This is an optimization exercise on Yosys and OpenROAD, whose aim is a short achievable clock period and few clock cycles, not a production implementation.
Where RTL was checked, it was by simulation tests only, not by an equivalence proof against the original.
No functional check of the RTL was part of runs 4 to 6.
Power and IR drop assume default switching activity.

==> flow/design.v <==
package mips_isa_pkg;
	localparam int data_w     = 32;
	localparam int reg_addr_w = 5;
	localparam int imm_w      = 16;
	localparam int jidx_w     = 26;   
	localparam logic [data_w-1:0] pc_step  = 32'd4;
	localparam logic [data_w-1:0] reset_pc = 32'h0000_0000;
	typedef enum logic [5:0] {
		RTYPE = 6'b000000,
		J     = 6'b000010,
		BEQ   = 6'b000100,
		BNE   = 6'b000101,
		ADDI  = 6'b001000,
		ADDIU = 6'b001001,
		LW    = 6'b100011,
		SW    = 6'b101011
	} opcode_t;
	typedef enum logic [5:0] {
		ADD  = 6'b100000,
		ADDU = 6'b100001,
		SUB  = 6'b100010,
		SUBU = 6'b100011,
		AND  = 6'b100100,
		OR   = 6'b100101,
		SLT  = 6'b101010
	} funct_t;   
endpackage
package mips_pipe_pkg;
	typedef enum logic [2:0] {
		ALU_ADD,
		ALU_SUB,
		ALU_AND,
		ALU_OR,
		ALU_SLT
	} alu_op_t;
	typedef enum logic [1:0] {
		FWD_NONE,
		FWD_WB,
		FWD_MEM
	} fwd_sel_t;
	typedef struct packed {
		logic    regwrite;
		logic    memtoreg;
		logic    memwrite;
		logic    memread;     
		logic    branch;
		logic    branch_ne;   
		logic    jump;
		logic    alusrc;      
		logic    regdst;      
		alu_op_t alu_op;
	} ctrl_t;
	localparam ctrl_t ctrl_bubble = 12'd0;
endpackage
`timescale 1ns/10ps
module register_file (
	input  logic        clk,
	input  logic [4:0]  rd_addr_a,
	input  logic [4:0]  rd_addr_b,
	output logic [31:0] rd_data_a,
	output logic [31:0] rd_data_b,
	input  logic [4:0]  wr_addr,    
	input  logic [31:0] wr_data
);
	logic [31:0] regs [32];
	always_ff @(posedge clk) begin
		if (wr_addr != 5'd0)
			regs[wr_addr] <= wr_data;
	end
	always_comb begin
		if (rd_addr_a == 5'd0)
			rd_data_a = 32'd0;
		else if (wr_addr == rd_addr_a)
			rd_data_a = wr_data;
		else
			rd_data_a = regs[rd_addr_a];
	end
	always_comb begin
		if (rd_addr_b == 5'd0)
			rd_data_b = 32'd0;
		else if (wr_addr == rd_addr_b)
			rd_data_b = wr_data;
		else
			rd_data_b = regs[rd_addr_b];
	end
endmodule
`timescale 1ns/10ps
module mips_core (
	input  logic        clk,
	input  logic        rst,
	output logic [31:0] pc,
	input  logic [31:0] instr,
	output logic        memwrite,
	output logic [31:0] memaddr,
	output logic [31:0] memwritedata,
	input  logic [31:0] memreaddata
);
	logic [31:0] id_instr;
	logic        id_pred;       
	logic [31:0] id_alt;        
	logic        ex_br;         
	logic        ex_bne;
	logic        ex_pred;
	logic [31:0] ex_alt;
	logic        ex_load;
	logic        ex_store;
	logic [4:0]  ex_dst;
	logic        ex_sub;        
	logic        ex_op_and;
	logic        ex_op_or;
	logic        ex_op_slt;
	logic        ex_op_add;     
	logic        ex_alusrc;
	logic [31:0] ex_imm;
	logic [31:0] ex_ra;         
	logic [31:0] ex_rb;
	logic        ex_fa_mem, ex_fa_wb;   
	logic        ex_fb_mem, ex_fb_wb;   
	logic [31:0] mem_res;
	logic [31:0] mem_sd;
	logic        mem_store;
	logic        mem_load;
	logic [4:0]  mem_dst;
	logic [31:0] wb_val;
	logic [4:0]  wb_dst;
	logic        stall;
	logic        mispredict;
	logic [31:0] pc4;
	logic [5:0]  f_op;
	logic        f_j;
	logic        f_br;
	logic        f_bpred;
	logic [15:0] f_lo;
	logic        f_c;
	logic [13:0] f_hi;
	logic [31:0] f_btarget;
	logic [31:0] f_jtarget;
	logic [13:0] pc4_hi_inc;
	logic [13:0] pc4_hi_dec;
	assign pc4  = pc + 32'd4;
	assign f_op = instr[31:26];
	assign f_j  = f_op == 6'b000010;
	assign f_br = f_op[5:1] == 5'b00010;
	assign f_bpred = (instr[25:21] == instr[20:16]) ? !f_op[0] : (instr[15] || f_op[0]);
	assign {f_c, f_lo} = {1'b0, pc4[17:2]} + {1'b0, instr[15:0]};
	assign pc4_hi_inc  = pc4[31:18] + 14'd1;
	assign pc4_hi_dec  = pc4[31:18] - 14'd1;
	always_comb begin
		case ({instr[15], f_c})
			2'b01:   f_hi = pc4_hi_inc;
			2'b10:   f_hi = pc4_hi_dec;
			default: f_hi = pc4[31:18];
		endcase
	end
	assign f_btarget = {f_hi, f_lo, pc4[1:0]};
	assign f_jtarget = {pc4[31:28], instr[25:0], 2'b00};
	always_ff @(posedge clk) begin
		if (rst)
			pc <= 32'd0;
		else if (mispredict)
			pc <= ex_alt;
		else if (stall)
			pc <= pc;
		else if (f_j)
			pc <= f_jtarget;
		else if (f_br && f_bpred)
			pc <= f_btarget;
		else
			pc <= pc4;
	end
	always_ff @(posedge clk) begin
		if (rst || mispredict)
			id_instr <= 32'd0;   
		else if (!stall)
			id_instr <= instr;
	end
	always_ff @(posedge clk) begin
		if (!stall) begin
			id_pred <= f_bpred;
			id_alt  <= f_bpred ? pc4 : f_btarget;
		end
	end
	logic [5:0]  d_op;
	logic [5:0]  d_fn;
	logic [4:0]  d_rs, d_rt, d_rd;
	logic        d_rtype, d_addi, d_load, d_store, d_br;
	logic        d_fadd, d_fsub, d_fand, d_for, d_fslt;
	logic [4:0]  d_dst;
	logic        d_use_rs, d_use_rt;
	logic [31:0] d_ra, d_rb;
	assign d_op = id_instr[31:26];
	assign d_fn = id_instr[5:0];
	assign d_rs = id_instr[25:21];
	assign d_rt = id_instr[20:16];
	assign d_rd = id_instr[15:11];
	assign d_rtype = d_op == 6'b000000;
	assign d_addi  = d_op[5:1] == 5'b00100;
	assign d_load  = d_op == 6'b100011;
	assign d_store = d_op == 6'b101011;
	assign d_br    = d_op[5:1] == 5'b00010;
	assign d_fadd  = d_rtype && d_fn[5:1] == 5'b10000;
	assign d_fsub  = d_rtype && d_fn[5:1] == 5'b10001;
	assign d_fand  = d_rtype && d_fn == 6'b100100;
	assign d_for   = d_rtype && d_fn == 6'b100101;
	assign d_fslt  = d_rtype && d_fn == 6'b101010;
	always_comb begin
		if (d_fadd || d_fsub || d_fand || d_for || d_fslt)
			d_dst = d_rd;
		else if (d_addi || d_load)
			d_dst = d_rt;
		else
			d_dst = 5'd0;
	end
	assign d_use_rs = d_rtype || d_addi || d_load || d_store || d_br;
	assign d_use_rt = d_rtype || d_store || d_br;
	assign stall = ex_load && ex_dst != 5'd0 &&
		((d_use_rs && ex_dst == d_rs) || (d_use_rt && ex_dst == d_rt));
	register_file rf0 (
		.clk       (clk),
		.rd_addr_a (d_rs),
		.rd_addr_b (d_rt),
		.rd_data_a (d_ra),
		.rd_data_b (d_rb),
		.wr_addr   (wb_dst),
		.wr_data   (wb_val)
	);
	always_ff @(posedge clk) begin
		if (rst || stall || mispredict) begin
			ex_br    <= 1'b0;
			ex_load  <= 1'b0;
			ex_store <= 1'b0;
			ex_dst   <= 5'd0;
		end else begin
			ex_br    <= d_br;
			ex_load  <= d_load;
			ex_store <= d_store;
			ex_dst   <= d_dst;
		end
	end
	always_ff @(posedge clk) begin
		ex_bne    <= d_op[0];
		ex_pred   <= id_pred;
		ex_alt    <= id_alt;
		ex_sub    <= d_fsub || d_fslt;
		ex_op_and <= d_fand;
		ex_op_or  <= d_for;
		ex_op_slt <= d_fslt;
		ex_op_add <= !(d_fand || d_for || d_fslt);
		ex_alusrc <= !d_rtype && !d_br;
		ex_imm    <= {{16{id_instr[15]}}, id_instr[15:0]};
		ex_ra     <= d_ra;
		ex_rb     <= d_rb;
		ex_fa_mem <= d_rs != 5'd0 && ex_dst == d_rs;
		ex_fa_wb  <= d_rs != 5'd0 && mem_dst == d_rs;
		ex_fb_mem <= d_rt != 5'd0 && ex_dst == d_rt;
		ex_fb_wb  <= d_rt != 5'd0 && mem_dst == d_rt;
	end
	logic [31:0] x_a, x_b, x_op2, x_sum, x_res;
	logic        x_slt, x_taken;
	assign x_a = ex_fa_mem ? mem_res : ex_fa_wb ? wb_val : ex_ra;
	assign x_b = ex_fb_mem ? mem_res : ex_fb_wb ? wb_val : ex_rb;
	assign x_op2 = ex_alusrc ? ex_imm : x_b;
	assign x_sum = x_a + (ex_sub ? ~x_op2 : x_op2) + {31'd0, ex_sub};
	assign x_slt = (x_a[31] ^ x_op2[31]) ? x_a[31] : x_sum[31];
	always_comb begin
		x_res = 32'd0;
		if (ex_op_add) x_res = x_res | x_sum;
		if (ex_op_and) x_res = x_res | (x_a & x_op2);
		if (ex_op_or)  x_res = x_res | (x_a | x_op2);
		if (ex_op_slt) x_res = x_res | {31'd0, x_slt};
	end
	assign x_taken    = (x_a == x_b) ^ ex_bne;
	assign mispredict = ex_br && (x_taken != ex_pred);
	always_ff @(posedge clk) begin
		if (rst) begin
			mem_store <= 1'b0;
			mem_load  <= 1'b0;
			mem_dst   <= 5'd0;
		end else begin
			mem_store <= ex_store;
			mem_load  <= ex_load;
			mem_dst   <= ex_dst;
		end
	end
	always_ff @(posedge clk) begin
		mem_res <= x_res;
		mem_sd  <= x_b;
	end
	assign memwrite     = mem_store;
	assign memaddr      = mem_res;
	assign memwritedata = mem_sd;
	always_ff @(posedge clk) begin
		if (rst)
			wb_dst <= 5'd0;
		else
			wb_dst <= mem_dst;
	end
	always_ff @(posedge clk) begin
		wb_val <= mem_load ? memreaddata : mem_res;
	end
endmodule
==> flow/run.sh <==
#!/bin/bash
# synth_recipe.tcl (not shown) runs the flow's synth.tcl, then flattens the netlist and writes it again
# the make line also repeats each setting of config.mk as NAME=value (left out here)
make -C /OpenROAD-flow-scripts/flow DESIGN_CONFIG=/design/flow/config.mk WORK_HOME=/design/flow/orfs CLKGATE_MAP_FILE= SYNTH_SCRIPT=/design/flow/synth_recipe.tcl finish
==> flow/config.mk <==
export PLATFORM = sky130hd
export DESIGN_NAME = mips_core
export DESIGN_NICKNAME = mips_core
export VERILOG_FILES = /design/flow/design.v
export SDC_FILE = /design/flow/constraint.sdc
export NUM_CORES = 4
export LEC_CHECK = 0
export CAP_MARGIN = 20
export CORE_MARGIN = 2
export CORE_UTILIZATION = 40
export SLEW_MARGIN = 20
==> flow/constraint.sdc <==
create_clock -name core_clock -period 9.0 [get_ports {clk}]
set_input_delay 1.8000 -clock core_clock [delete_from_list [all_inputs] [get_ports {clk}]]
set_output_delay 1.8000 -clock core_clock [all_outputs]
set_load 0.01 [all_outputs]
==> summary.md, run 1 <==
| Metric | Value |
|---|---|
| Status | `finished clean` |
| Max Slew Vio Count | `0` |
| Final Routed Wirelength | `196000 um` |
| Worst setup EP type | `flip-flop` |
| Insertion delay to the later sink of the worst-skew pair | `0.81 ns` |
| Leak | `24.1 nW` |
| Crit path to | `pc[30]` |
| Post-DP Area | `0.0696 mm2` |
| GRT overflow | `0` |
| Initial DRC count | `4732` |
| Nets | `4383` |
| Setup Viol. Count Final | `0` |
| XOR/XNOR Fraction of Synth Area | `0.0233` |
| #FFs+latches synth | `1361` |
| Largest stage delay, worst path | `0.56 ns` |
| Die height | `408 um` |
| First-pass DRT Iterations | `6` |
| Ant diodes | `0` |
| CP Launch Point | `instr[0]` |
| HPWL after detailed placement | `120000 um` |
| Layout cell share with drive strength beyond 1 | `0.252` |
| Core area | `0.162 mm2` |
| Main combinational cell family by area after synthesis | `multiplexers` |
| Post-synth ARST share | `0` |
| # IOs | `163` |
| Num rows | `148` |
| Finished Cell Area | `0.0745 mm2` |
| Adder-cell share of the synthesized area | `0.0116` |
| Fin crit period | `6.86 ns` |
| Clock skew | `0.0386 ns` |
| Final hold violations | `0` |
| Post-DR vias/cell | `6.13` |
| Initial Utilization | `0.402` |
| Worst vdd ir | `0.184 mV` |
| Total power | `18.0 mW` |
| Vias in the first global route | `39500` |
| Via count | `40100` |
| Worst-Margin Slew | `1.15 ns` |
| Die X | `408 um` |
| Area contributors post-synth | `edfxtp_1, mux4_2, dfxtp_1` |
| Worst Setup Path Type | `in2reg` |
| Most used DFF post-synth | `edfxtp_1` |
| Critical Path Most Common Cell | `a21oi_1` |
| CTS Root Cell | `clkbuf_16` |
| Worst min path class | `reg2reg` |
| Final ANT Viol Nets | `0` |
| First-pass GRT wire length | `283000 um` |
| Count of cell types in the netlist | `88` |
| Syn Inst Count | `4097` |
| Post_cts resized | `0` |
| Initial antenna violation count | `6` |
| Reg2Reg Launch Point | `pc[2]` |
| TNS Setup | `0 ns` |
| Post-synth EDFFs | `1057` |
| Tcrit/Tclk final | `0.762` |
| Critical path fanouts, max | `5` |
| Post-CTS setup buffers | `0` |
| Final WS setup | `2.14 ns` |
| Crit-path cells | `clkdlybuf4s50_1, ha_1, inv_1, fa_1, nor2b_1, o21ai_0, a21boi_0, o21ai_0, a211oi_1, o311ai_0, a21oi_1, o21ai_0, nand2b_1, a21oi_1, ha_1, ha_1, a21o_1, a21oi_1, o21ai_0, a21oi_1, a21oi_1, o311ai_1, a211oi_1, or3_1` |
| Arr. time, crit path | `7.53 ns` |
| Max-cap violations | `0` |
| FF-to-FF path depth | `23` |
| CTS sink count | `1361` |
| CTS buffer count | `149` |
| Count of input and output buffers | `162` |
| Max_slew headroom | `0.229` |
| Clk pin slew, worst setup/hold paths | `0.06 ns` |
| WP data required | `9.67 ns` |
| Placer's final routability congestion estimate | `0.873` |
| Worst slack at placement | `1.41 ns` |
| Post-Syn Area | `0.0652 mm2` |
| Synth warn | `2` |
| Hold buffers post-CTS | `0` |
| DIE AREA | `0.166 mm2` |
| Largest net degree at the start of global routing | `120` |
| Area leader, netlist | `edfxtp_1` |
| Fmax | `146 MHz` |
| Compound-Gate Fraction of Synth Area | `0.0571` |
| All-Layer GR Usage | `0.233` |
| FF-to-FF End | `pc[30]` |
| RSZ-0062 raised after global routing | `no` |
| Seq/Total Area, Yosys | `0.580` |
| Routed WL per cell | `30.0 um` |
| R2r setup slk | `2.69 ns` |
| Mean Syn Cell Area | `15.9 um2` |
| Post-route DRC | `0` |
| Synth-to-layout area growth | `14.3%` |
| Power per cell area | `241 mW/mm2` |
| CP max stage cell | `o311ai_0` |
| Post-Synth Simple-Gate Area | `0.0502` |
| Post-synthesis mux area share | `0.254` |
| Clk buf depth | `3` |
| H-tree Lvls | `4` |
| Startpoint class of the critical path | `input pin` |
| Clock tree from TritonCTS | `done` |
| Area share of the largest cell type after synthesis | `0.487` |
cell families after synthesis:
kind of cell | count (synthesis)
flip-flops | 1361
adder cells (fa/ha/maj) | 59
multiplexers | 888
buffers and inverters | 375
AO/OA/AOI/OAI | 565
other | 1
AND/OR/NAND/NOR | 676
XOR/XNOR | 172
Yosys cell counts, types with 57 or more instances:
cell and count:
mux2i_1 209, buf_1 83, nor2_1 235, mux4_2 606
inv_1 81, a21oi_1 152, nand2_1 148, clkbuf_1 183
ha_1 57, o21ai_0 105, a211oi_1 126, xor2_1 74
xnor2_1 97, mux2_2 73, edfxtp_1 1057, dfxtp_1 304
worst min path at each step:
stage | startpoint | to | cells past startpoint
CTS | id_alt[7] | ex_alt[7] | 0
detailed placement | id_alt[9] | ex_alt[9] | 0
finish | id_alt[7] | ex_alt[7] | 0
global route | id_alt[16] | ex_alt[16] | 0
global placement | id_alt[9] | ex_alt[9] | 0
floorplan | id_alt[0] | ex_alt[0] | 0
sequential cells by signal, indices dropped and copies added, names as in the netlist, 5 cells and up:
register,flops
ex_alt,32
ex_dst,5
ex_imm,16
ex_ra,32
ex_rb,32
id_alt,32
id_instr,32
mem_dst,5
mem_res,32
mem_sd,32
pc,32
rf0.regs,1024
wb_dst,5
wb_val,32
layout make-up:
class	count	area, um2
fill	14000	87700
sequential	1361	37900
multi-input combinational	2392	26200
clock buffer	185	3970
tap	2175	2720
timing repair buffer	273	2500
clock inverter	87	891
inverter	81	304
where the power goes:
group          total (mW)  internal [mW]  leakage, nW  switching (mW)
Sequential           8.32           7.86         12.2           0.464
Combinational        3.54           1.38         9.60            2.16
Clock                6.12           3.48         2.35            2.64
through the flow:
step | hold slack (ns) | util | instances
5_1_grt | 0.344 | 0.459 | 6554
4_1_cts | 0.336 | 0.459 | 6554
6_report | 0.335 | 0.459 | 6554
3_3_place_gp | 0.324 | 0.429 | 6282
2_1_floorplan | 0.323 | - | 4128
3_5_place_dp | 0.327 | 0.429 | 6282
critical path: cells and delay by family:
kind	cells	cell delay (ns)
compound gates	15	3.59
fa+ha+maj	4	1.08
buf+inv	2	0.54
simple gates	3	0.52
metal layers:
| layer | GRT usage | share of wire | vias to the layer above |
|---|---|---|---|
| met1 | 0.334 | 0.42 | 21100 |
| met2 | 0.366 | 0.47 | 1869 |
| met4 | 0.0687 | 0.027 | 4 |
| met3 | 0.0388 | 0.086 | 295 |
| li1 | - | - | 16800 |
| met5 | 0 | 0.00013 | - |
placed cells by master, fill, tap and decap left out, types with 11 or more instances in the layout:
| cell type | netlist | layout |
|---|---|---|
| and3_1 | 15 | 15 |
| nand3_1 | 40 | 39 |
| mux4_2 | 606 | 606 |
| nand2_1 | 148 | 148 |
| clkdlybuf4s50_1 | 0 | 161 |
| nor2_4 | 0 | 33 |
| nor3_1 | 46 | 46 |
| a31oi_1 | 15 | 15 |
| clkbuf_1 | 183 | 28 |
| dfxtp_2 | 0 | 14 |
| conb_1 | 1 | 32 |
| inv_1 | 81 | 80 |
| mux2_2 | 73 | 73 |
| nand3b_1 | 11 | 11 |
| nand2b_1 | 20 | 20 |
| nor4_1 | 19 | 19 |
| bufinv_16 | 0 | 11 |
| o21a_1 | 14 | 14 |
| buf_4 | 4 | 107 |
| a211oi_1 | 126 | 126 |
| clkinv_1 | 0 | 27 |
| o31ai_1 | 14 | 14 |
| dfxtp_1 | 304 | 280 |
| edfxtp_1 | 1057 | 1057 |
| nor2_1 | 235 | 202 |
| o221ai_1 | 13 | 13 |
| clkbuf_16 | 0 | 151 |
| a21o_1 | 20 | 20 |
| or3_1 | 15 | 15 |
| xnor2_1 | 97 | 97 |
| a21oi_1 | 152 | 152 |
| o21ai_0 | 105 | 105 |
| o211ai_1 | 16 | 16 |
| nand4_1 | 20 | 20 |
| clkinv_2 | 0 | 21 |
| nor2b_1 | 48 | 48 |
| ha_1 | 57 | 57 |
| xor2_1 | 74 | 74 |
| mux2i_1 | 209 | 209 |
Testbench counts, summed over its fixed seeds: cycles 26,897.
==> run 2, diff against run 1 <==
--- a/flow/config.mk
+++ b/flow/config.mk
@@ -6,6 +6,8 @@
 export NUM_CORES = 4
 export LEC_CHECK = 0
+export ABC_CLOCK_PERIOD_IN_PS = 3000
 export CAP_MARGIN = 20
 export CORE_MARGIN = 2
 export CORE_UTILIZATION = 40
+export SETUP_SLACK_MARGIN = 5
 export SLEW_MARGIN = 20
==> run 2 against run 1 <==
  * Utilization rose by 1.4 points
  * Via count rose by 1.6%
  * Clock power fell by 2%
  * Die area did not move
  * Final area rose by 3.0%
  * Final cell count rose by 1.5%
  * Global-route usage rose by 0.55 points
  * Largest power group unchanged
  * Sequential cell count did not move
  * Still clean
  * Total power rose by 1.9%
==> summary.md, run 2 <==
| Metric | Value |
|---|---|
| Status | `finished clean` |
| TNS Setup | `0 ns` |
| Leak | `24.9 nW` |
| Post-synth ARST share | `0` |
| GRT overflow | `0` |
| Arr. time, crit path | `5.98 ns` |
| Finished Cell Area | `0.0767 mm2` |
| Post-Syn Area | `0.0652 mm2` |
| Seq/Total Area, Yosys | `0.580` |
| Worst slack at placement | `1.81 ns` |
| Core area | `0.162 mm2` |
| Tcrit/Tclk final | `0.589` |
| Synth warn | `2` |
| Commonest non-fill, non-tap cells in the layout | `edfxtp_1, mux4_2, dfxtp_1, nor2_1, mux2i_1` |
| Critical path fanouts, max | `4` |
| First-pass GRT wire length | `289000 um` |
| Max_slew headroom | `0.279` |
| Final ANT Viol Nets | `0` |
| CP top delay family | `compound AO/OA/AOI/OAI gates` |
| Clock tree from TritonCTS | `done` |
| Worst Setup Path Type | `in2reg` |
| Insertion delay to the later sink of the worst-skew pair | `0.79 ns` |
| Crit-path cells | `clkdlybuf4s50_1, ha_1, nand2_1, a211oi_2, o311ai_2, a21oi_2, o21ai_2, nand2b_1, a21oi_2, buf_4, ha_4, inv_8, xnor2_4, ha_4, a32o_2, o211ai_1, buf_4, a21o_1, buf_6, nand4_1, a311oi_2, o31ai_1` |
| Power per cell area | `239 mW/mm2` |
| Fmax | `189 MHz` |
| Largest net degree at the start of global routing | `110` |
| Area share of the largest cell type after synthesis | `0.487` |
| CTS Root Cell | `clkbuf_16` |
| Die height | `408 um` |
| Buffers and inverters on the worst path | `5` |
| Layout cell share with drive strength beyond 1 | `0.311` |
| Fin Hold WS | `0.336 ns` |
| H-tree Lvls | `4` |
| Final Routed Wirelength | `202000 um` |
| Largest Register | `rf0.regs` |
| Final WS setup | `3.70 ns` |
| Post-synth EDFFs | `1057` |
| All-Layer GR Usage | `0.239` |
| Routed WL per cell | `30.3 um` |
| Startpoint class of the critical path | `input pin` |
| Syn Inst Count | `4097` |
| Largest register FFs | `1024` |
| R2r setup slk | `3.90 ns` |
| Vias in the first global route | `40400` |
| Area leader, netlist | `edfxtp_1` |
| Setup Viol. Count Final | `0` |
| Worst vdd ir | `0.171 mV` |
| Most used DFF post-synth | `edfxtp_1` |
| DP Cell Count | `6273` |
| Fin crit period | `5.30 ns` |
| Final Non-Filler Cells | `6655` |
| Max Slew Vio Count | `0` |
| Worst setup EP type | `flip-flop` |
| Most common cell in the synthesized netlist | `edfxtp_1` |
| Die X | `408 um` |
| Initial Utilization | `0.402` |
| Clk buf depth | `3` |
| Count of cell types in the netlist | `88` |
| CTS sink count | `1361` |
| Largest stage delay, worst path | `0.50 ns` |
| Clk pin slew, worst setup/hold paths | `0.06 ns` |
| Num rows | `148` |
| Count of input and output buffers | `162` |
| Post-route DRC | `0` |
| Worst min path class | `reg2reg` |
| Area contributors post-synth | `edfxtp_1, mux4_2, dfxtp_1` |
| Mean Syn Cell Area | `15.9 um2` |
| WP data required | `9.67 ns` |
| Max-cap violations | `0` |
| Hold buffers post-CTS | `0` |
| Via count | `40800` |
| CP max stage cell | `clkdlybuf4s50_1` |
| First-pass DRT Iterations | `5` |
| HPWL after detailed placement | `121000 um` |
| RSZ-0062 raised after global routing | `yes` |
| Post-DR vias/cell | `6.13` |
| # IOs | `163` |
| Placer's final routability congestion estimate | `0.882` |
| Layout Utilization | `0.473` |
| CTS buffer count | `147` |
| Nets | `4483` |
| DIE AREA | `0.166 mm2` |
| Post-DP Area | `0.0697 mm2` |
| Initial antenna violation count | `5` |
| Worst-Margin Slew | `1.07 ns` |
| Synth-to-layout area growth | `17.7%` |
| Most common cell after layout, fill and taps aside | `edfxtp_1` |
| #FFs+latches synth | `1361` |
| Final hold violations | `0` |
| Clock skew | `0.0518 ns` |
| Initial DRC count | `4946` |
| Post-synth top cells | `edfxtp_1, mux4_2, dfxtp_1` |
| Total power | `18.3 mW` |
[run 2: changes by cell type in the layout (fill, tap and decap cells not counted), sizes merged, moves of 2 or more]
| cell | delta |
|---|---|
| buf | +99 |
| clkbuf | +8 |
| clkdlybuf4s50 | -7 |
| clkinv | -6 |
| bufinv | -4 |
| dlygate4sd2 | +3 |
| inv | +3 |
| clkdlybuf4s15 | +2 |
| diode | +2 |
[run 2: path summary, 6_finish.rpt]
path | start | end | cells after the start
max | instr[9] | pc[26] | 22
min reg2reg | id_alt[3] | ex_alt[3] | 0
min | id_alt[3] | ex_alt[3] | 0
max reg2reg | pc[6] | pc[26] | 27
[run 2: where the power goes]
| group | internal (mW) | switching [mW] |
|---|---|---|
| registers | 7.86 | 0.526 |
| logic | 1.63 | 2.30 |
| clock network | 3.40 | 2.61 |
[run 2: cells by family (layout without fill, tap and decap cells)]
logic type | after synthesis | count (layout) | share of synthesized area
other | 1 | 34 | 0.0000575
buffers and inverters | 375 | 724 | 0.0231
adders and majority gates | 59 | 59 | 0.0116
and+or+nand+nor | 676 | 677 | 0.0502
AOI/OAI and AO/OA | 565 | 565 | 0.0571
xor gates and xnor gates | 172 | 172 | 0.0233
DFF | 1361 | 1361 | 0.580
muxes | 888 | 888 | 0.254
[run 2: routing by layer]
layer | up-vias | track usage | wire length (um)
met5 | - | 0 | 13
met4 | 2 | 0.0653 | 5590
met3 | 328 | 0.0494 | 18800
met2 | 1984 | 0.373 | 93500
met1 | 21400 | 0.339 | 83600
li1 | 17100 | - | -
[run 2: layout make-up]
class	instances	area, um2
Clock buffer	191	4030
Antenna cell	2	5.00
Fill cell	13800	85500
Sequential cell	1361	37900
Tap cell	2175	2720
Multi-Input combinational cell	2393	27400
Inverter	81	318
Timing Repair Buffer	373	3570
Clock inverter	78	738
Timing Repair inverter	1	6.26
[run 2: repair_timing]
item,in CTS,in global routing
cloned,5,1
pin swaps,82,77
gates resized for setup,196,128
setup buffers,72,33
setup endpoints to repair,111,62
==> run 3, diff against run 2 <==
--- a/flow/config.mk
+++ b/flow/config.mk
@@ -6,5 +6,5 @@
 export NUM_CORES = 4
 export LEC_CHECK = 0
-export ABC_CLOCK_PERIOD_IN_PS = 3000
+export ABC_CLOCK_PERIOD_IN_PS = 1000
 export CAP_MARGIN = 20
 export CORE_MARGIN = 2
@@ -12,2 +12,3 @@
 export SETUP_SLACK_MARGIN = 5
 export SLEW_MARGIN = 20
+export TNS_END_PERCENT = 100
==> run 3 against run 2 <==
  * Still clean
  * Maximum frequency unchanged
  * Sequential power barely moved
  * Synthesized area unchanged
==> summary.md, run 3 <==
| Metric | Value |
|---|---|
| Clk buf depth | `3` |
| Count of input and output buffers | `162` |
| Largest register FFs | `1024` |
| Worst hold endpoint | `ex_alt[3]` |
| Critical path fanouts, max | `4` |
| FF-to-FF path depth | `27` |
| Startpoint class of the critical path | `input pin` |
| Post-synth top cells | `edfxtp_1, mux4_2, dfxtp_1` |
| Seq/Total Area, Yosys | `0.580` |
| GRT overflow | `0` |
| Max_slew headroom | `0.279` |
| Most common cell after layout, fill and taps aside | `edfxtp_1` |
| Worst vdd ir | `0.171 mV` |
| Initial antenna violation count | `5` |
| Leak | `24.9 nW` |
| Fin crit period | `5.30 ns` |
| Flop pwr share | `0.458` |
| Nets | `4483` |
| # IOs | `163` |
| M2 GR Usage | `0.373` |
| Area leader, netlist | `edfxtp_1` |
| Largest Register | `rf0.regs` |
| Min-delay src | `id_alt[3]` |
| Reg2Reg Launch Point | `pc[6]` |
| Switching Power | `5.43 mW` |
| Area share of the largest cell type after synthesis | `0.487` |
| Most Crowded Layer GR | `met2` |
| Worst min path class | `reg2reg` |
| Post-synth EDFFs | `1057` |
| CTS buffer count | `147` |
| Adder-cell share of the synthesized area | `0.0116` |
| XOR/XNOR Fraction of Synth Area | `0.0233` |
| Power per cell area | `239 mW/mm2` |
| WP data required | `9.67 ns` |
| Post-Synth Simple-Gate Area | `0.0502` |
| Initial DRC count | `4946` |
| Fmax | `189 MHz` |
| Setup Viol. Count Final | `0` |
| First-pass GRT wire length | `289000 um` |
| Clk pin slew, worst setup/hold paths | `0.06 ns` |
| Most used DFF post-synth | `edfxtp_1` |
| CTS sink count | `1361` |
| Area contributors post-synth | `edfxtp_1, mux4_2, dfxtp_1` |
| Placer's final routability congestion estimate | `0.882` |
| First-pass DRT Iterations | `5` |
| Main combinational cell family by area after synthesis | `multiplexers` |
| Hold path depth | `0` |
| Final hold violations | `0` |
| CTS Root Cell | `clkbuf_16` |
| Insertion delay to the later sink of the worst-skew pair | `0.79 ns` |
| Clock tree from TritonCTS | `done` |
| Compound-Gate Fraction of Synth Area | `0.0571` |
| TNS Setup | `0 ns` |
| Layout Utilization | `0.473` |
| Largest net degree at the start of global routing | `110` |
| Num rows | `148` |
| Synth-to-layout area growth | `17.7%` |
| Post-synth ARST share | `0` |
| Met1 usage | `0.339` |
| Final Routed Wirelength | `202000 um` |
| Mean Syn Cell Area | `15.9 um2` |
| Pint | `12.9 mW` |
| Max-cap violations | `0` |
| Tcrit/Tclk final | `0.589` |
| Most common cell in the synthesized netlist | `edfxtp_1` |
| Post-route DRC | `0` |
| Hold buffers post-CTS | `0` |
| Count of cell types in the netlist | `88` |
| Vias in the first global route | `40400` |
| Switching share of power | `0.297` |
| Via count | `40800` |
| Final ANT Viol Nets | `0` |
| Syn Inst Count | `4097` |
| H-tree Lvls | `4` |
| Max Slew Vio Count | `0` |
| Clock skew | `0.0518 ns` |
| Post-synthesis mux area share | `0.254` |
| RSZ-0062 raised after global routing | `yes` |
| DIE AREA | `0.166 mm2` |
| Core area | `0.162 mm2` |
| Post-Syn Area | `0.0652 mm2` |
| Post-DR vias/cell | `6.13` |
| HPWL after detailed placement | `121000 um` |
| Worst-Margin Slew | `1.07 ns` |
| Routed WL per cell | `30.3 um` |
| Combinational fraction of design power | `0.214` |
| CP Launch Point | `instr[9]` |
| Die X | `408 um` |
| Initial Utilization | `0.402` |
| Die height | `408 um` |
| FF-to-FF End | `pc[26]` |
| #FFs+latches synth | `1361` |
| Clock power frac | `0.328` |
| Layout cell share with drive strength beyond 1 | `0.311` |
| Worst setup EP type | `flip-flop` |
| Commonest non-fill, non-tap cells in the layout | `edfxtp_1, mux4_2, dfxtp_1, nor2_1, mux2i_1` |
| Arr. time, crit path | `5.98 ns` |
| Worst Setup Path Type | `in2reg` |
| GRT met3 Usage | `0.0494` |
| All-Layer GR Usage | `0.239` |
| R2r setup slk | `3.90 ns` |
| Synth warn | `2` |
| Status | `finished clean` |
## run 3: cell counts after synthesis
Identical to the previous run, type by type.
## run 3: metal layers
metal  vias up  wire length (um)
li1      17100                 -
met1     21400             83600
met2      1984             93500
met3       328             18800
met4         2              5590
met5         -                13
## run 3: worst max-delay path by stage
stage          endpoint  slack (ns)  depth (start not counted)
3_3_place_gp     pc[30]        1.81                         24
2_1_floorplan    pc[30]        3.03                         26
4_1_cts          pc[30]        3.70                         26
3_5_place_dp     pc[30]        1.81                         25
6_report         pc[26]        3.70                         22
5_1_grt          pc[29]        3.53                         25
## run 3: through the flow
step / cells / setup WS (ns) / power [mW] / hold slack, ns / area [um2]
2_1_floorplan: 4128 / 3.03 / 10.3 / 0.323 / 65400
3_3_place_gp: 6273 / 1.81 / 11.9 / 0.324 / 69700
3_5_place_dp: 6273 / 1.81 / 12.0 / 0.328 / 69700
4_1_cts: 6619 / 3.70 / 18.2 / 0.335 / 75900
5_1_grt: 6653 / 3.53 / 18.9 / 0.341 / 76700
6_report: 6655 / 3.70 / 18.3 / 0.336 / 76700
## run 3: kinds of logic (layout without fill, tap and decap cells)
group | count (synthesis) | count (layout)
flip-flops | 1361 | 1361
multiplexers | 888 | 888
AND/OR/NAND/NOR | 676 | 677
AO/OA/AOI/OAI | 565 | 565
buffers and inverters | 375 | 724
XOR/XNOR | 172 | 172
adder cells (fa/ha/maj) | 59 | 59
other | 1 | 34
## run 3: power groups by stage
stage / registers [mW] / clock network, mW / logic (mW)
floorplan: 8.58 / 0 / 1.77
global placement: 8.49 / 0 / 3.42
detailed placement: 8.51 / 0 / 3.44
CTS: 8.37 / 6.09 / 3.71
global route: 8.43 / 6.34 / 4.17
finish: 8.39 / 6.00 / 3.93
## run 3: critical path, stage by stage
cell	delay (ns)
clkdlybuf4s50_1	0.50
ha_1	0.38
nand2_1	0.15
a211oi_2	0.08
o311ai_2	0.35
a21oi_2	0.12
o21ai_2	0.15
nand2b_1	0.09
a21oi_2	0.16
buf_4	0.14
ha_4	0.18
inv_8	0.06
xnor2_4	0.14
ha_4	0.19
a32o_2	0.30
o211ai_1	0.27
buf_4	0.18
a21o_1	0.14
buf_6	0.11
nand4_1	0.09
a311oi_2	0.28
o31ai_1	0.10
## run 3: area by class of cell
| cell class | count | area [um2] |
|---|---|---|
| clock buffers | 191 | 4030 |
| repair buffers | 373 | 3570 |
| repair inverters | 1 | 6.26 |
| flip-flops and latches | 1361 | 37900 |
| inverters | 81 | 318 |
| multi-input cells | 2393 | 27400 |
| diodes | 2 | 5.00 |
| fillers | 13800 | 85500 |
| well taps | 2175 | 2720 |
| clock inverters | 78 | 738 |
## run 3: repair_timing
action                     in CTS  in global routing
setup buffers                  72                 33
pin swaps                      82                 77
resized for setup             196                128
setup endpoints to repair     111                 62
gates cloned                    5                  1
==> run 4, diff against run 3 <==
--- a/flow/design.v
+++ b/flow/design.v
@@ -86,4 +86,35 @@
 endmodule
 `timescale 1ns/10ps
+module ks_add #(
+	parameter int W = 32
+) (
+	input  logic [W-1:0] a,
+	input  logic [W-1:0] b,
+	input  logic         cin,
+	output logic [W-1:0] s,
+	output logic         cout
+);
+	localparam int L = $clog2(W);
+	logic [W-1:0] p;
+	logic [W-1:0] g [L+1];
+	logic [W-1:0] q [L+1];   
+	assign p    = a ^ b;
+	assign g[0] = (a & b) | {{(W-1){1'b0}}, p[0] & cin};
+	assign q[0] = {p[W-1:1], 1'b0};   
+	for (genvar l = 0; l < L; l++) begin : g_lvl
+		for (genvar i = 0; i < W; i++) begin : g_bit
+			if (i >= (1 << l)) begin : g_op
+				assign g[l+1][i] = g[l][i] | (q[l][i] & g[l][i-(1<<l)]);
+				assign q[l+1][i] = q[l][i] & q[l][i-(1<<l)];
+			end else begin : g_pass
+				assign g[l+1][i] = g[l][i];
+				assign q[l+1][i] = q[l][i];
+			end
+		end
+	end
+	assign s    = p ^ {g[L][W-2:0], cin};
+	assign cout = g[L][W-1];
+endmodule
+`timescale 1ns/10ps
 module mips_core (
 	input  logic        clk,
@@ -96,7 +127,4 @@
 	input  logic [31:0] memreaddata
 );
-	logic [31:0] id_instr;
-	logic        id_pred;       
-	logic [31:0] id_alt;        
 	logic        ex_br;         
 	logic        ex_bne;
@@ -136,48 +164,60 @@
 	logic [31:0] f_btarget;
 	logic [31:0] f_jtarget;
-	logic [13:0] pc4_hi_inc;
-	logic [13:0] pc4_hi_dec;
-	assign pc4  = pc + 32'd4;
+	logic [13:0] pc_hi_inc;
+	logic [13:0] pc_hi_dec;
+	logic        f_use_bt;
+	logic [31:0] f_other;
 	assign f_op = instr[31:26];
 	assign f_j  = f_op == 6'b000010;
 	assign f_br = f_op[5:1] == 5'b00010;
 	assign f_bpred = (instr[25:21] == instr[20:16]) ? !f_op[0] : (instr[15] || f_op[0]);
-	assign {f_c, f_lo} = {1'b0, pc4[17:2]} + {1'b0, instr[15:0]};
-	assign pc4_hi_inc  = pc4[31:18] + 14'd1;
-	assign pc4_hi_dec  = pc4[31:18] - 14'd1;
-	always_comb begin
-		case ({instr[15], f_c})
-			2'b01:   f_hi = pc4_hi_inc;
-			2'b10:   f_hi = pc4_hi_dec;
-			default: f_hi = pc4[31:18];
-		endcase
-	end
-	assign f_btarget = {f_hi, f_lo, pc4[1:0]};
+	ks_add #(.W(30)) f_inc (
+		.a    (pc[31:2]),
+		.b    (30'd0),
+		.cin  (1'b1),
+		.s    (pc4[31:2]),
+		.cout ()
+	);
+	assign pc4[1:0] = pc[1:0];
+	ks_add #(.W(16)) f_add (
+		.a    (pc[17:2]),
+		.b    (instr[15:0]),
+		.cin  (1'b1),
+		.s    (f_lo),
+		.cout (f_c)
+	);
+	ks_add #(.W(14)) f_hinc (
+		.a    (pc[31:18]),
+		.b    (14'd0),
+		.cin  (1'b1),
+		.s    (pc_hi_inc),
+		.cout ()
+	);
+	ks_add #(.W(14)) f_dec (
+		.a    (pc[31:18]),
+		.b    (14'h3fff),
+		.cin  (1'b0),
+		.s    (pc_hi_dec),
+		.cout ()
+	);
+	assign f_hi      = f_c ? (instr[15] ? pc[31:18] : pc_hi_inc) : (instr[15] ? pc_hi_dec : pc[31:18]);
+	assign f_btarget = {f_hi, f_lo, pc[1:0]};
 	assign f_jtarget = {pc4[31:28], instr[25:0], 2'b00};
-	always_ff @(posedge clk) begin
-		if (rst)
-			pc <= 32'd0;
-		else if (mispredict)
-			pc <= ex_alt;
+	assign f_use_bt = !mispredict && !stall && !f_j && f_br && f_bpred;
+	always_comb begin
+		if (mispredict)
+			f_other = ex_alt;
 		else if (stall)
-			pc <= pc;
+			f_other = pc;
 		else if (f_j)
-			pc <= f_jtarget;
-		else if (f_br && f_bpred)
-			pc <= f_btarget;
+			f_other = f_jtarget;
 		else
-			pc <= pc4;
-	end
-	always_ff @(posedge clk) begin
-		if (rst || mispredict)
-			id_instr <= 32'd0;   
-		else if (!stall)
-			id_instr <= instr;
+			f_other = pc4;
 	end
 	always_ff @(posedge clk) begin
-		if (!stall) begin
-			id_pred <= f_bpred;
-			id_alt  <= f_bpred ? pc4 : f_btarget;
-		end
+		if (rst)
+			pc <= 32'd0;
+		else
+			pc <= f_use_bt ? f_btarget : f_other;
 	end
 	logic [5:0]  d_op;
@@ -189,9 +229,9 @@
 	logic        d_use_rs, d_use_rt;
 	logic [31:0] d_ra, d_rb;
-	assign d_op = id_instr[31:26];
-	assign d_fn = id_instr[5:0];
-	assign d_rs = id_instr[25:21];
-	assign d_rt = id_instr[20:16];
-	assign d_rd = id_instr[15:11];
+	assign d_op = instr[31:26];
+	assign d_fn = instr[5:0];
+	assign d_rs = instr[25:21];
+	assign d_rt = instr[20:16];
+	assign d_rd = instr[15:11];
 	assign d_rtype = d_op == 6'b000000;
 	assign d_addi  = d_op[5:1] == 5'b00100;
@@ -240,6 +280,6 @@
 	always_ff @(posedge clk) begin
 		ex_bne    <= d_op[0];
-		ex_pred   <= id_pred;
-		ex_alt    <= id_alt;
+		ex_pred   <= f_bpred;
+		ex_alt    <= f_bpred ? pc4 : f_btarget;
 		ex_sub    <= d_fsub || d_fslt;
 		ex_op_and <= d_fand;
@@ -248,5 +288,5 @@
 		ex_op_add <= !(d_fand || d_for || d_fslt);
 		ex_alusrc <= !d_rtype && !d_br;
-		ex_imm    <= {{16{id_instr[15]}}, id_instr[15:0]};
+		ex_imm    <= {{16{instr[15]}}, instr[15:0]};
 		ex_ra     <= d_ra;
 		ex_rb     <= d_rb;
@@ -261,5 +301,11 @@
 	assign x_b = ex_fb_mem ? mem_res : ex_fb_wb ? wb_val : ex_rb;
 	assign x_op2 = ex_alusrc ? ex_imm : x_b;
-	assign x_sum = x_a + (ex_sub ? ~x_op2 : x_op2) + {31'd0, ex_sub};
+	ks_add #(.W(32)) x_add (
+		.a    (x_a),
+		.b    (ex_sub ? ~x_op2 : x_op2),
+		.cin  (ex_sub),
+		.s    (x_sum),
+		.cout ()
+	);
 	assign x_slt = (x_a[31] ^ x_op2[31]) ? x_a[31] : x_sum[31];
 	always_comb begin
--- a/flow/config.mk
+++ b/flow/config.mk
@@ -6,5 +6,4 @@
 export NUM_CORES = 4
 export LEC_CHECK = 0
-export ABC_CLOCK_PERIOD_IN_PS = 1000
 export CAP_MARGIN = 20
 export CORE_MARGIN = 2
@@ -12,3 +11,2 @@
 export SETUP_SLACK_MARGIN = 5
 export SLEW_MARGIN = 20
-export TNS_END_PERCENT = 100
==> run 4 against run 3 <==
  * Highest routed layer unchanged
  * Total power shrank 11%
  * Worst hold slack gained 0.035 ns
  * Final cell count shrank 6.5%
  * Setup slack gained 0.92 ns
  * Largest cell class unchanged
  * Critical endpoint is now mem_res[28]
  * Utilization shrank 0.39 points
  * Largest power group unchanged
==> summary.md, run 4 <==
| Metric | Value |
|---|---|
| Status | `finished clean` |
| Switching Power | `4.47 mW` |
| Most common cell in the synthesized netlist | `edfxtp_1` |
| Power per cell area | `222 mW/mm2` |
| Max-cap violations | `0` |
| Pint | `11.8 mW` |
| Critical Path Most Common Cell | `o211ai_1` |
| Final ANT Viol Nets | `0` |
| CP max stage cell | `o41a_1` |
| Post-synth ARST share | `0` |
| Final Routed Wirelength | `195000 um` |
| Fmax | `228 MHz` |
| Worst vdd ir | `0.200 mV` |
| Largest stage delay, worst path | `0.50 ns` |
| Clock tree from TritonCTS | `done` |
| Area contributors post-synth | `edfxtp_1, mux4_2, dfxtp_1` |
| Final hold violations | `0` |
| Count of cell types in the netlist | `81` |
| Clk pin slew, worst setup/hold paths | `0.06 ns` |
| Area leader, netlist | `edfxtp_1` |
| Largest net degree at the start of global routing | `94` |
| Fin crit period | `4.38 ns` |
| Routed WL per cell | `31.3 um` |
| Worst Setup Path Type | `reg2reg` |
| Fin Hold WS | `0.371 ns` |
| CTS Root Cell | `clkbuf_16` |
| Fill count | `13200` |
| TNS Setup | `0 ns` |
| Commonest non-fill, non-tap cells in the layout | `edfxtp_1, mux4_2, dfxtp_1, nand2_1, nor2_1` |
| Post-DR vias/cell | `6.25` |
| Num rows | `145` |
| Area share of the largest cell type after synthesis | `0.491` |
| Max Slew Vio Count | `0` |
| Critical path fanouts, max | `5` |
| Via count | `38900` |
| Setup Viol. Count Final | `0` |
| Leak | `24.0 nW` |
| Vias in the first global route | `38300` |
| First-pass DRT Iterations | `6` |
| Largest Register | `rf0.regs` |
| Startpoint class of the critical path | `flip-flop` |
| All-Layer GR Usage | `0.242` |
| CTS buffer count | `138` |
| Switching share of power | `0.275` |
| Post-synth EDFFs | `1024` |
| Initial DRC count | `4433` |
| WP data required | `9.72 ns` |
| Die X | `400 um` |
| Core area | `0.156 mm2` |
| Mean Syn Cell Area | `16.3 um2` |
| Post-Syn Area | `0.0626 mm2` |
| Seq/Total Area, Yosys | `0.578` |
| HPWL after detailed placement | `114000 um` |
| RSZ-0062 raised after global routing | `yes` |
| Post-route DRC | `0` |
| FF/Latch Area | `0.0362 mm2` |
| Arr. time, crit path | `5.10 ns` |
| Ant diodes | `0` |
| # IOs | `163` |
| Clock skew | `0.0357 ns` |
| Flop pwr share | `0.482` |
| Crit-path cells | `buf_12, mux2i_2, o21ai_1, mux2_2, xnor2_1, ha_1, nor2b_4, o2111ai_4, a21oi_2, o211ai_1, o211a_1, o41a_1, o211ai_1, mux2_4, o211ai_1` |
| Most common cell after layout, fill and taps aside | `edfxtp_1` |
| Clk buf depth | `3` |
| H-tree Lvls | `4` |
| Initial Utilization | `0.402` |
| Nets | `4179` |
| GRT overflow | `0` |
| Combinational fraction of design power | `0.163` |
| Largest register FFs | `1024` |
| CTS sink count | `1296` |
| Tcrit/Tclk final | `0.487` |
| Synth warn | `14` |
| Hold buffers post-CTS | `0` |
| Die height | `400 um` |
| Multi-input gate area | `0.0260 mm2` |
| Synth-to-layout area growth | `16.8%` |
| Worst-Margin Slew | `1.09 ns` |
| Worst min path class | `reg2reg` |
| Worst setup EP type | `flip-flop` |
| Most used DFF post-synth | `edfxtp_1` |
| Syn Inst Count | `3831` |
| Placer's final routability congestion estimate | `0.896` |
| Post-synth top cells | `edfxtp_1, mux4_2, dfxtp_1` |
| Count of input and output buffers | `162` |
| First-pass GRT wire length | `277000 um` |
| Layout cell share with drive strength beyond 1 | `0.301` |
| DIE AREA | `0.160 mm2` |
| Insertion delay to the later sink of the worst-skew pair | `0.80 ns` |
| Max_slew headroom | `0.271` |
| #FFs+latches synth | `1296` |
| Initial antenna violation count | `7` |
| Clock power frac | `0.355` |
[run 4: changes by cell type after synthesis, sizes merged, moves of 18 or more]
cell | before | now
nor2 | 235 | 190
xnor2 | 97 | 116
a211oi | 127 | 98
dfxtp | 304 | 272
a21oi | 152 | 106
edfxtp | 1057 | 1024
mux2i | 209 | 178
clkbuf | 187 | 169
[run 4: worst max-delay path: cells and delay by family, from the launching register on]
| kind | cells | cell delay, ns |
|---|---|---|
| flops | 1 | 0.37 |
| mux | 3 | 0.95 |
| xor+xnor | 1 | 0.14 |
| buf+inv | 1 | 0.12 |
| compound gates | 8 | 2.17 |
| fa+ha+maj | 1 | 0.35 |
| simple gates | 1 | 0.19 |
[run 4: final timing paths]
path | start | end | slack, ns | cells after the start
worst min register to register | pc[0] | ex_alt[0] | 0.37 | 0
worst max-delay path | ex_fb_wb | mem_res[28] | 4.62 | 15
worst min-delay path | pc[0] | ex_alt[0] | 0.37 | 0
worst max register to register | ex_fb_wb | mem_res[28] | 4.62 | 15
[run 4: power by group through the flow]
stage,logic (mW),registers (mW),clock network (mW)
global placement,2.42,7.94,0
detailed placement,2.45,7.95,0
global route,2.81,7.88,6.05
floorplan,1.18,8.04,0
finish,2.64,7.84,5.77
CTS,2.54,7.82,5.84
[run 4: cells by family after synthesis]
family,after synthesis,synth area share
other,1,0.0000599
adders and majority gates,60,0.0122
DFF,1296,0.578
buffers and inverters,348,0.0228
and+or+nand+nor,594,0.0448
AOI/OAI and AO/OA,490,0.0516
muxes,869,0.266
xor gates and xnor gates,173,0.0242
[run 4: repair_timing]
item	CTS	global route
pin swaps	22	37
setup endpoints to repair	133	77
gates cloned	6	1
gates resized for setup	146	119
setup buffers	30	31
[run 4: cell type report]
type	count	share of cell area
sequential	1296	0.496
multi-input combinational	2218	0.355
clock buffer	183	0.0524
timing repair buffer	334	0.0477
tap	2058	0.0352
clock inverter	68	0.00984
inverter	67	0.00366
[run 4: stage by stage]
| stage | instance area, um2 | setup WS (ns) | util | instances | power, mW |
|---|---|---|---|---|---|
| floorplan | 62800 | 4.53 | - | 3862 | 9.22 |
| global placement | 66800 | 3.19 | 0.429 | 5904 | 10.4 |
| detailed placement | 66900 | 3.24 | 0.429 | 5905 | 10.4 |
| CTS | 72300 | 4.80 | 0.464 | 6192 | 16.2 |
| global route | 73100 | 4.58 | 0.469 | 6224 | 16.7 |
| finish | 73100 | 4.62 | 0.469 | 6224 | 16.2 |
[run 4: layer usage]
metal / vias up / wire length [um] / global-route usage
li1: 16000 / - / -
met1: 20500 / 78700 / 0.330
met2: 1963 / 92200 / 0.388
met3: 351 / 16800 / 0.0462
met4: 4 / 7150 / 0.0843
met5: - / 22 / 0
==> run 5, diff against run 4 <==
--- a/flow/config.mk
+++ b/flow/config.mk
@@ -8,5 +8,6 @@
 export CAP_MARGIN = 20
 export CORE_MARGIN = 2
-export CORE_UTILIZATION = 40
+export CORE_UTILIZATION = 60
 export SETUP_SLACK_MARGIN = 5
 export SLEW_MARGIN = 20
+export TNS_END_PERCENT = 100
==> run 5 against run 4 <==
  * Largest power group unchanged
  * Non-clock buffer count decreased by 12
  * Register-to-register slack improved by 0.14 ns
  * Clock-buffer cell count increased by 2
  * Setup slack improved by 0.14 ns
  * Critical path depth increased by 2
  * Maximum frequency increased by 3.3%
  * Highest routed layer unchanged
  * Worst hold slack improved by 0.0013 ns
==> summary.md, run 5 <==
| Metric | Value |
|---|---|
| WP data required | `9.66 ns` |
| Syn Inst Count | `3831` |
| Initial DRC count | `5641` |
| Status | `finished clean` |
| Area share of the largest cell type after synthesis | `0.491` |
| H-tree Lvls | `4` |
| Area leader, netlist | `edfxtp_1` |
| CTS Root Cell | `clkbuf_16` |
| Clock skew | `0.0395 ns` |
| Ant diodes | `0` |
| Post-DP Area | `0.0659 mm2` |
| Fill count | `6727` |
| Worst Setup Path Type | `reg2reg` |
| CTS buffer count | `136` |
| TNS Setup | `0 ns` |
| Core area | `0.103 mm2` |
| Max Slew Vio Count | `0` |
| Arr. time, crit path | `4.90 ns` |
| Worst setup EP type | `flip-flop` |
| Worst-Margin Slew | `1.26 ns` |
| Final Routed Wirelength | `195000 um` |
| Area contributors post-synth | `edfxtp_1, mux4_2, dfxtp_1` |
| Final WS setup | `4.76 ns` |
| Worst slack at placement | `3.08 ns` |
| Combinational fraction of design power | `0.155` |
| Worst min path class | `reg2reg` |
| Switching share of power | `0.272` |
| Total power | `16.2 mW` |
| Clock power frac | `0.350` |
| Routed WL per cell | `35.3 um` |
| Fmax | `236 MHz` |
| # IOs | `163` |
| Tcrit/Tclk final | `0.471` |
| Post-route DRC | `0` |
| Post-synth EDFFs | `1024` |
| Die height | `327 um` |
| Seq/Total Area, Yosys | `0.578` |
| Post-Syn Area | `0.0626 mm2` |
| Final hold violations | `0` |
| Post-DR vias/cell | `7.25` |
| CTS sink count | `1296` |
| Worst vdd ir | `0.212 mV` |
| Synth-to-layout area growth | `15.0%` |
| Max-cap violations | `0` |
| Pint | `11.8 mW` |
| Most used DFF post-synth | `edfxtp_1` |
| Fin Hold WS | `0.373 ns` |
| Most common cell after layout, fill and taps aside | `edfxtp_1` |
| Nets | `4169` |
| Flop pwr share | `0.495` |
| Post-synth ARST share | `0` |
| Final ANT Viol Nets | `0` |
| Leak | `23.9 nW` |
| Commonest non-fill, non-tap cells in the layout | `edfxtp_1, mux4_2, dfxtp_1, mux2i_1, nand2_1` |
| Finished Cell Area | `0.0720 mm2` |
| Largest Register | `rf0.regs` |
| RSZ-0062 raised after global routing | `yes` |
| Clk pin slew, worst setup/hold paths | `0.06 ns` |
| Clock tree from TritonCTS | `done` |
| #FFs+latches synth | `1296` |
| First-pass GRT wire length | `278000 um` |
| HPWL after detailed placement | `116000 um` |
| First-pass DRT Iterations | `6` |
| Power per cell area | `225 mW/mm2` |
| Num rows | `118` |
| All-Layer GR Usage | `0.365` |
| Vias in the first global route | `39600` |
| Clk buf depth | `3` |
| Switching Power | `4.40 mW` |
| Synth warn | `14` |
| Setup Viol. Count Final | `0` |
| Most common cell in the synthesized netlist | `edfxtp_1` |
| Initial antenna violation count | `6` |
| Largest register FFs | `1024` |
| Largest net degree at the start of global routing | `129` |
| Fin crit period | `4.24 ns` |
| Count of input and output buffers | `162` |
| Via count | `40100` |
| Placer's final routability congestion estimate | `0.933` |
| Count of cell types in the netlist | `81` |
| Layout cell share with drive strength beyond 1 | `0.297` |
| Max_slew headroom | `0.161` |
| Insertion delay to the later sink of the worst-skew pair | `0.76 ns` |
| Post-synth top cells | `edfxtp_1, mux4_2, dfxtp_1` |
| Hold buffers post-CTS | `0` |
| R2r setup slk | `4.76 ns` |
| Mean Syn Cell Area | `16.3 um2` |
| GRT overflow | `0` |
| Die X | `327 um` |
| Startpoint class of the critical path | `flip-flop` |
| Critical path fanouts, max | `6` |
| DIE AREA | `0.107 mm2` |
| Initial Utilization | `0.605` |
[run 5: cell type report]
| type | instances | area [um2] | share of cell area |
|---|---|---|---|
| clock inverter | 63 | 629 | 0.00875 |
| inverter | 67 | 268 | 0.00372 |
| timing repair buffer | 322 | 3330 | 0.0463 |
| tap | 1380 | 1730 | 0.0240 |
| multi-input combinational | 2222 | 25900 | 0.360 |
| clock buffer | 185 | 3860 | 0.0536 |
| sequential | 1296 | 36200 | 0.504 |
[run 5: path summary, 6_finish.rpt]
check | end | start | cells after the start
worst max register to register | mem_res[28] | ex_fb_wb | 17
worst max-delay path | mem_res[28] | ex_fb_wb | 17
worst min-delay path | ex_alt[0] | pc[0] | 0
worst min register to register | ex_alt[0] | pc[0] | 0
[run 5: worst max-delay path: stages (launching register included)]
cell	delay (ns)
dfxtp_4	0.38
buf_12	0.14
mux2i_4	0.28
o21ai_2	0.09
mux2_4	0.31
xnor2_4	0.15
inv_2	0.06
fa_2	0.41
nor2b_4	0.16
o2111ai_4	0.13
a21oi_2	0.19
o211ai_1	0.10
buf_4	0.18
o211a_4	0.24
o41a_1	0.52
o211ai_1	0.31
mux2_4	0.33
o211ai_1	0.17
[run 5: cell families (layout without fill, tap and decap cells)]
| family | after synthesis | after routing | synth area share |
|---|---|---|---|
| buffers and inverters | 348 | 637 | 0.0228 |
| AND/OR/NAND/NOR | 594 | 597 | 0.0448 |
| AO/OA/AOI/OAI | 490 | 491 | 0.0516 |
| multiplexers | 869 | 869 | 0.266 |
| XOR/XNOR | 173 | 173 | 0.0242 |
| flip-flops | 1296 | 1296 | 0.578 |
| adder cells (fa/ha/maj) | 60 | 60 | 0.0122 |
| other | 1 | 32 | 0.0000599 |
[run 5: metal layers]
metal | wire length [um] | track usage
met2 | 91700 | 0.565
met3 | 22300 | 0.0667
met5 | 13 | 0
met1 | 73100 | 0.521
met4 | 7990 | 0.146
[run 5: power by group through the flow]
stage | clock (mW) | combinational (mW) | sequential (mW)
6_report | 5.65 | 2.51 | 8.00
5_1_grt | 5.93 | 2.64 | 8.04
4_1_cts | 5.70 | 2.38 | 7.98
3_5_place_dp | 0 | 2.28 | 8.11
3_3_place_gp | 0 | 2.24 | 8.06
2_1_floorplan | 0 | 1.18 | 8.04
[run 5: repair_timing]
| item | CTS | global route |
|---|---|---|
| resized for setup | 136 | 88 |
| cloned | 6 | 5 |
| setup endpoints to repair | 136 | 75 |
| pin swaps | 17 | 36 |
| buffers inserted | 21 | 39 |
[run 5: stage by stage]
stage / util / std cells
2_1_floorplan: - / 3862
4_1_cts: 0.688 / 5491
3_3_place_gp: 0.637 / 5216
6_report: 0.695 / 5535
5_1_grt: 0.695 / 5535
3_5_place_dp: 0.637 / 5216
==> run 6, diff against run 5 <==
--- a/flow/design.v
+++ b/flow/design.v
@@ -139,11 +139,12 @@
 	logic        ex_op_slt;
 	logic        ex_op_add;     
-	logic        ex_alusrc;
-	logic [31:0] ex_imm;
-	logic [31:0] ex_ra;         
-	logic [31:0] ex_rb;
-	logic        ex_fa_mem, ex_fa_wb;   
-	logic        ex_fb_mem, ex_fb_wb;   
+	logic [31:0] ex_a;          
+	logic [31:0] ex_b;          
+	logic [31:0] ex_sd;         
+	logic        ex_sa_rf, ex_sa_mem, ex_sa_wb;
+	logic        ex_sb_rf, ex_sb_mem, ex_sb_memn, ex_sb_wb, ex_sb_wbn;
+	logic        ex_ss_rf, ex_ss_mem, ex_ss_wb;
 	logic [31:0] mem_res;
+	logic [31:0] mem_res_n;     
 	logic [31:0] mem_sd;
 	logic        mem_store;
@@ -151,4 +152,5 @@
 	logic [4:0]  mem_dst;
 	logic [31:0] wb_val;
+	logic [31:0] wb_val_n;
 	logic [4:0]  wb_dst;
 	logic        stall;
@@ -278,42 +280,52 @@
 		end
 	end
-	always_ff @(posedge clk) begin
-		ex_bne    <= d_op[0];
-		ex_pred   <= f_bpred;
-		ex_alt    <= f_bpred ? pc4 : f_btarget;
-		ex_sub    <= d_fsub || d_fslt;
-		ex_op_and <= d_fand;
-		ex_op_or  <= d_for;
-		ex_op_slt <= d_fslt;
-		ex_op_add <= !(d_fand || d_for || d_fslt);
-		ex_alusrc <= !d_rtype && !d_br;
-		ex_imm    <= {{16{instr[15]}}, instr[15:0]};
-		ex_ra     <= d_ra;
-		ex_rb     <= d_rb;
-		ex_fa_mem <= d_rs != 5'd0 && ex_dst == d_rs;
-		ex_fa_wb  <= d_rs != 5'd0 && mem_dst == d_rs;
-		ex_fb_mem <= d_rt != 5'd0 && ex_dst == d_rt;
-		ex_fb_wb  <= d_rt != 5'd0 && mem_dst == d_rt;
-	end
-	logic [31:0] x_a, x_b, x_op2, x_sum, x_res;
-	logic        x_slt, x_taken;
-	assign x_a = ex_fa_mem ? mem_res : ex_fa_wb ? wb_val : ex_ra;
-	assign x_b = ex_fb_mem ? mem_res : ex_fb_wb ? wb_val : ex_rb;
-	assign x_op2 = ex_alusrc ? ex_imm : x_b;
+	logic        d_sub, d_alusrc;
+	logic        d_fa_mem, d_fa_wb, d_fb_mem, d_fb_wb;
+	assign d_sub    = d_fsub || d_fslt;
+	assign d_alusrc = !d_rtype && !d_br;
+	assign d_fa_mem = d_rs != 5'd0 && ex_dst == d_rs;
+	assign d_fa_wb  = d_rs != 5'd0 && mem_dst == d_rs && !d_fa_mem;
+	assign d_fb_mem = d_rt != 5'd0 && ex_dst == d_rt;
+	assign d_fb_wb  = d_rt != 5'd0 && mem_dst == d_rt && !d_fb_mem;
+	always_ff @(posedge clk) begin
+		ex_bne     <= d_op[0];
+		ex_pred    <= f_bpred;
+		ex_alt     <= f_bpred ? pc4 : f_btarget;
+		ex_sub     <= d_sub;
+		ex_op_and  <= d_fand;
+		ex_op_or   <= d_for;
+		ex_op_slt  <= d_fslt;
+		ex_op_add  <= !(d_fand || d_for || d_fslt);
+		ex_a       <= d_ra;
+		ex_b       <= d_alusrc ? {{16{instr[15]}}, instr[15:0]} : d_sub ? ~d_rb : d_rb;
+		ex_sd      <= d_rb;
+		ex_sa_mem  <= d_fa_mem;
+		ex_sa_wb   <= d_fa_wb;
+		ex_sa_rf   <= !d_fa_mem && !d_fa_wb;
+		ex_sb_mem  <= !d_alusrc && !d_sub && d_fb_mem;
+		ex_sb_memn <= !d_alusrc && d_sub && d_fb_mem;
+		ex_sb_wb   <= !d_alusrc && !d_sub && d_fb_wb;
+		ex_sb_wbn  <= !d_alusrc && d_sub && d_fb_wb;
+		ex_sb_rf   <= d_alusrc || (!d_fb_mem && !d_fb_wb);
+		ex_ss_mem  <= d_fb_mem;
+		ex_ss_wb   <= d_fb_wb;
+		ex_ss_rf   <= !d_fb_mem && !d_fb_wb;
+	end
+	logic [31:0] x_a, x_b, x_sd, x_sum, x_res;
+	logic        x_cout, x_slt, x_taken;
+	assign x_a = ({32{ex_sa_rf}} & ex_a) | ({32{ex_sa_mem}} & mem_res) | ({32{ex_sa_wb}} & wb_val);
+	assign x_b = ({32{ex_sb_rf}} & ex_b) | ({32{ex_sb_mem}} & mem_res) | ({32{ex_sb_memn}} & mem_res_n) |
+	             ({32{ex_sb_wb}} & wb_val) | ({32{ex_sb_wbn}} & wb_val_n);
+	assign x_sd = ({32{ex_ss_rf}} & ex_sd) | ({32{ex_ss_mem}} & mem_res) | ({32{ex_ss_wb}} & wb_val);
 	ks_add #(.W(32)) x_add (
 		.a    (x_a),
-		.b    (ex_sub ? ~x_op2 : x_op2),
+		.b    (x_b),
 		.cin  (ex_sub),
 		.s    (x_sum),
-		.cout ()
+		.cout (x_cout)
 	);
-	assign x_slt = (x_a[31] ^ x_op2[31]) ? x_a[31] : x_sum[31];
-	always_comb begin
-		x_res = 32'd0;
-		if (ex_op_add) x_res = x_res | x_sum;
-		if (ex_op_and) x_res = x_res | (x_a & x_op2);
-		if (ex_op_or)  x_res = x_res | (x_a | x_op2);
-		if (ex_op_slt) x_res = x_res | {31'd0, x_slt};
-	end
+	assign x_slt = x_a[31] ^ x_b[31] ^ x_cout;
+	assign x_res = ({32{ex_op_add}} & x_sum) | ({32{ex_op_and}} & (x_a & x_b)) |
+	               ({32{ex_op_or}} & (x_a | x_b)) | {31'd0, ex_op_slt & x_slt};
 	assign x_taken    = (x_a == x_b) ^ ex_bne;
 	assign mispredict = ex_br && (x_taken != ex_pred);
@@ -330,6 +342,7 @@
 	end
 	always_ff @(posedge clk) begin
-		mem_res <= x_res;
-		mem_sd  <= x_b;
+		mem_res   <= x_res;
+		mem_res_n <= ~x_res;
+		mem_sd    <= x_sd;
 	end
 	assign memwrite     = mem_store;
@@ -343,5 +356,6 @@
 	end
 	always_ff @(posedge clk) begin
-		wb_val <= mem_load ? memreaddata : mem_res;
+		wb_val   <= mem_load ? memreaddata : mem_res;
+		wb_val_n <= mem_load ? ~memreaddata : mem_res_n;
 	end
 endmodule
==> run 6 against run 5 <==
  * Critical path type unchanged
  * Synthesized cell count increased by 12%
  * Worst hold slack got worse by 0.0031 ns
  * Routed wire length rose by 3.7%
  * First-iteration DRC count rose by 9.2%
  * Non-clock buffer count up 41
  * Final area increased by 4.1%
  * Still clean
  * Die area grew 4.2%
  * Final cell count is 8.7% higher
  * Highest routed layer unchanged
  * Utilization is 0.15 points higher
  * Largest cell class unchanged
  * Clock skew fell by 0.013 ns
==> summary.md, run 6 <==
| Metric | Value |
|---|---|
| Status | `finished clean` |
| Final Routed Wirelength | `202000 um` |
| Hold buffers post-CTS | `0` |
| Most common cell after layout, fill and taps aside | `edfxtp_1` |
| Most used DFF post-synth | `edfxtp_1` |
| Post-synth EDFFs | `1024` |
| Synth-to-layout area growth | `14.8%` |
| Num rows | `120` |
| Core area | `0.108 mm2` |
| Post-Syn Area | `0.0653 mm2` |
| Commonest non-fill, non-tap cells in the layout | `edfxtp_1, mux4_2, dfxtp_1, nand2_1, nor2_1` |
| Max-cap violations | `0` |
| Worst Setup Path Type | `reg2reg` |
| R2r setup slk | `4.94 ns` |
| HPWL after detailed placement | `117000 um` |
| Worst-Margin Slew | `1.12 ns` |
| Power per cell area | `228 mW/mm2` |
| CTS buffer count | `146` |
| Fin crit period | `4.06 ns` |
| Clock tree from TritonCTS | `done` |
| Combinational fraction of design power | `0.174` |
| Vias in the first global route | `40500` |
| Routed WL per cell | `33.6 um` |
| Post-DR vias/cell | `7.12` |
| Critical path fanouts, max | `7` |
| First-pass GRT wire length | `286000 um` |
| Min-delay src | `pc[1]` |
| CTS sink count | `1382` |
| DIE AREA | `0.111 mm2` |
| Pint | `12.3 mW` |
| Total power | `17.0 mW` |
| FF-to-FF End | `pc[22]` |
| Clk buf depth | `3` |
| Initial DRC count | `6162` |
| Switching Power | `4.70 mW` |
| Final hold violations | `0` |
| Startpoint class of the critical path | `flip-flop` |
| Clock skew | `0.0268 ns` |
| CTS Root Cell | `clkbuf_16` |
| Initial Utilization | `0.607` |
| Worst setup EP type | `flip-flop` |
| First-pass DRT Iterations | `7` |
| Worst min path class | `reg2reg` |
| #FFs+latches synth | `1382` |
| Clock power frac | `0.340` |
| Via count | `42900` |
| Area contributors post-synth | `edfxtp_1, mux4_2, dfxtp_1` |
| GRT overflow | `0` |
| Initial antenna violation count | `10` |
==> run 6: cell types whose count changed after synthesis, sizes merged, moves of 34 or more <==
| cell | before | now |
|---|---|---|
| inv | 67 | 151 |
| mux4 | 621 | 548 |
| dfxtp | 272 | 358 |
| o22ai | 6 | 40 |
| a222oi | 0 | 66 |
| nand2 | 157 | 250 |
| a221oi | 1 | 35 |
| a22oi | 9 | 44 |
| a21oi | 106 | 154 |
| xnor2 | 116 | 69 |
| o21ai | 121 | 72 |
==> run 6: power by group through the flow <==
stage / registers, mW / logic, mW / clock network [mW]
floorplan: 8.65 / 1.26 / 0
global placement: 8.39 / 2.72 / 0
detailed placement: 8.39 / 2.75 / 0
CTS: 8.27 / 2.83 / 5.85
global route: 8.32 / 3.14 / 6.11
finish: 8.28 / 2.96 / 5.80
==> run 6: cell type report <==
cell class	instances	area, um2	share of cell area
Antenna cell	2	5.00	0.0000668
Clock buffer	201	4000	0.0534
Clock inverter	64	539	0.00720
Inverter	151	574	0.00767
Multi-Input combinational cell	2452	26300	0.351
Sequential cell	1382	37900	0.506
Tap cell	1403	1760	0.0234
Timing Repair Buffer	363	3820	0.0510
==> run 6: through the flow <==
stage,setup slack [ns],utilization
floorplan,4.66,-
global placement,3.45,0.640
detailed placement,3.40,0.640
CTS,4.93,0.689
global route,4.86,0.697
finish,4.94,0.697
==> run 6: logic make-up after synthesis <==
kind of cell | after synthesis | synth area share
adder cells (fa/ha/maj) | 86 | 0.0168
flip-flops | 1382 | 0.581
AO/OA/AOI/OAI | 652 | 0.0717
XOR/XNOR | 114 | 0.0153
buffers and inverters | 477 | 0.0308
multiplexers | 779 | 0.226
other | 1 | 0.0000575
AND/OR/NAND/NOR | 787 | 0.0585
==> run 6: worst max path at each step <==
stage	slack, ns	to	cells past startpoint
finish	4.94	pc[22]	14
global route	4.86	pc[22]	19
CTS	4.93	mem_res[0]	14
detailed placement	3.40	pc[29]	11
global placement	3.45	pc[29]	11
floorplan	4.66	pc[25]	16
==> run 6: routing by layer <==
metal / global-route usage / up-vias / wire (um)
met5: 0 / - / 29
met4: 0.119 / 6 / 6900
met3: 0.0789 / 421 / 23900
met2: 0.550 / 2803 / 93500
met1: 0.518 / 22100 / 78200
li1: - / 17600 / -
==> run 6: timing repair <==
item / CTS / global route
pin swaps: 23 / 40
endpoints found under the setup margin: 181 / 105
gates cloned: 7 / 10
resized for setup: 100 / 91
buffers inserted: 25 / 29
==> run 6: critical path, stage by stage, from the launching register on <==
cell       delay (ns)
dfxtp_4          0.38
bufbuf_16        0.29
a222oi_1         0.42
inv_1            0.08
ha_1             0.41
nor4_2           0.38
nand4_1          0.40
nor2_4           0.30
xnor2_2          0.10
and2_4           0.15
buf_6            0.13
nor3_4           0.25
buf_6            0.20
a21boi_0         0.09
a2111oi_0        0.34
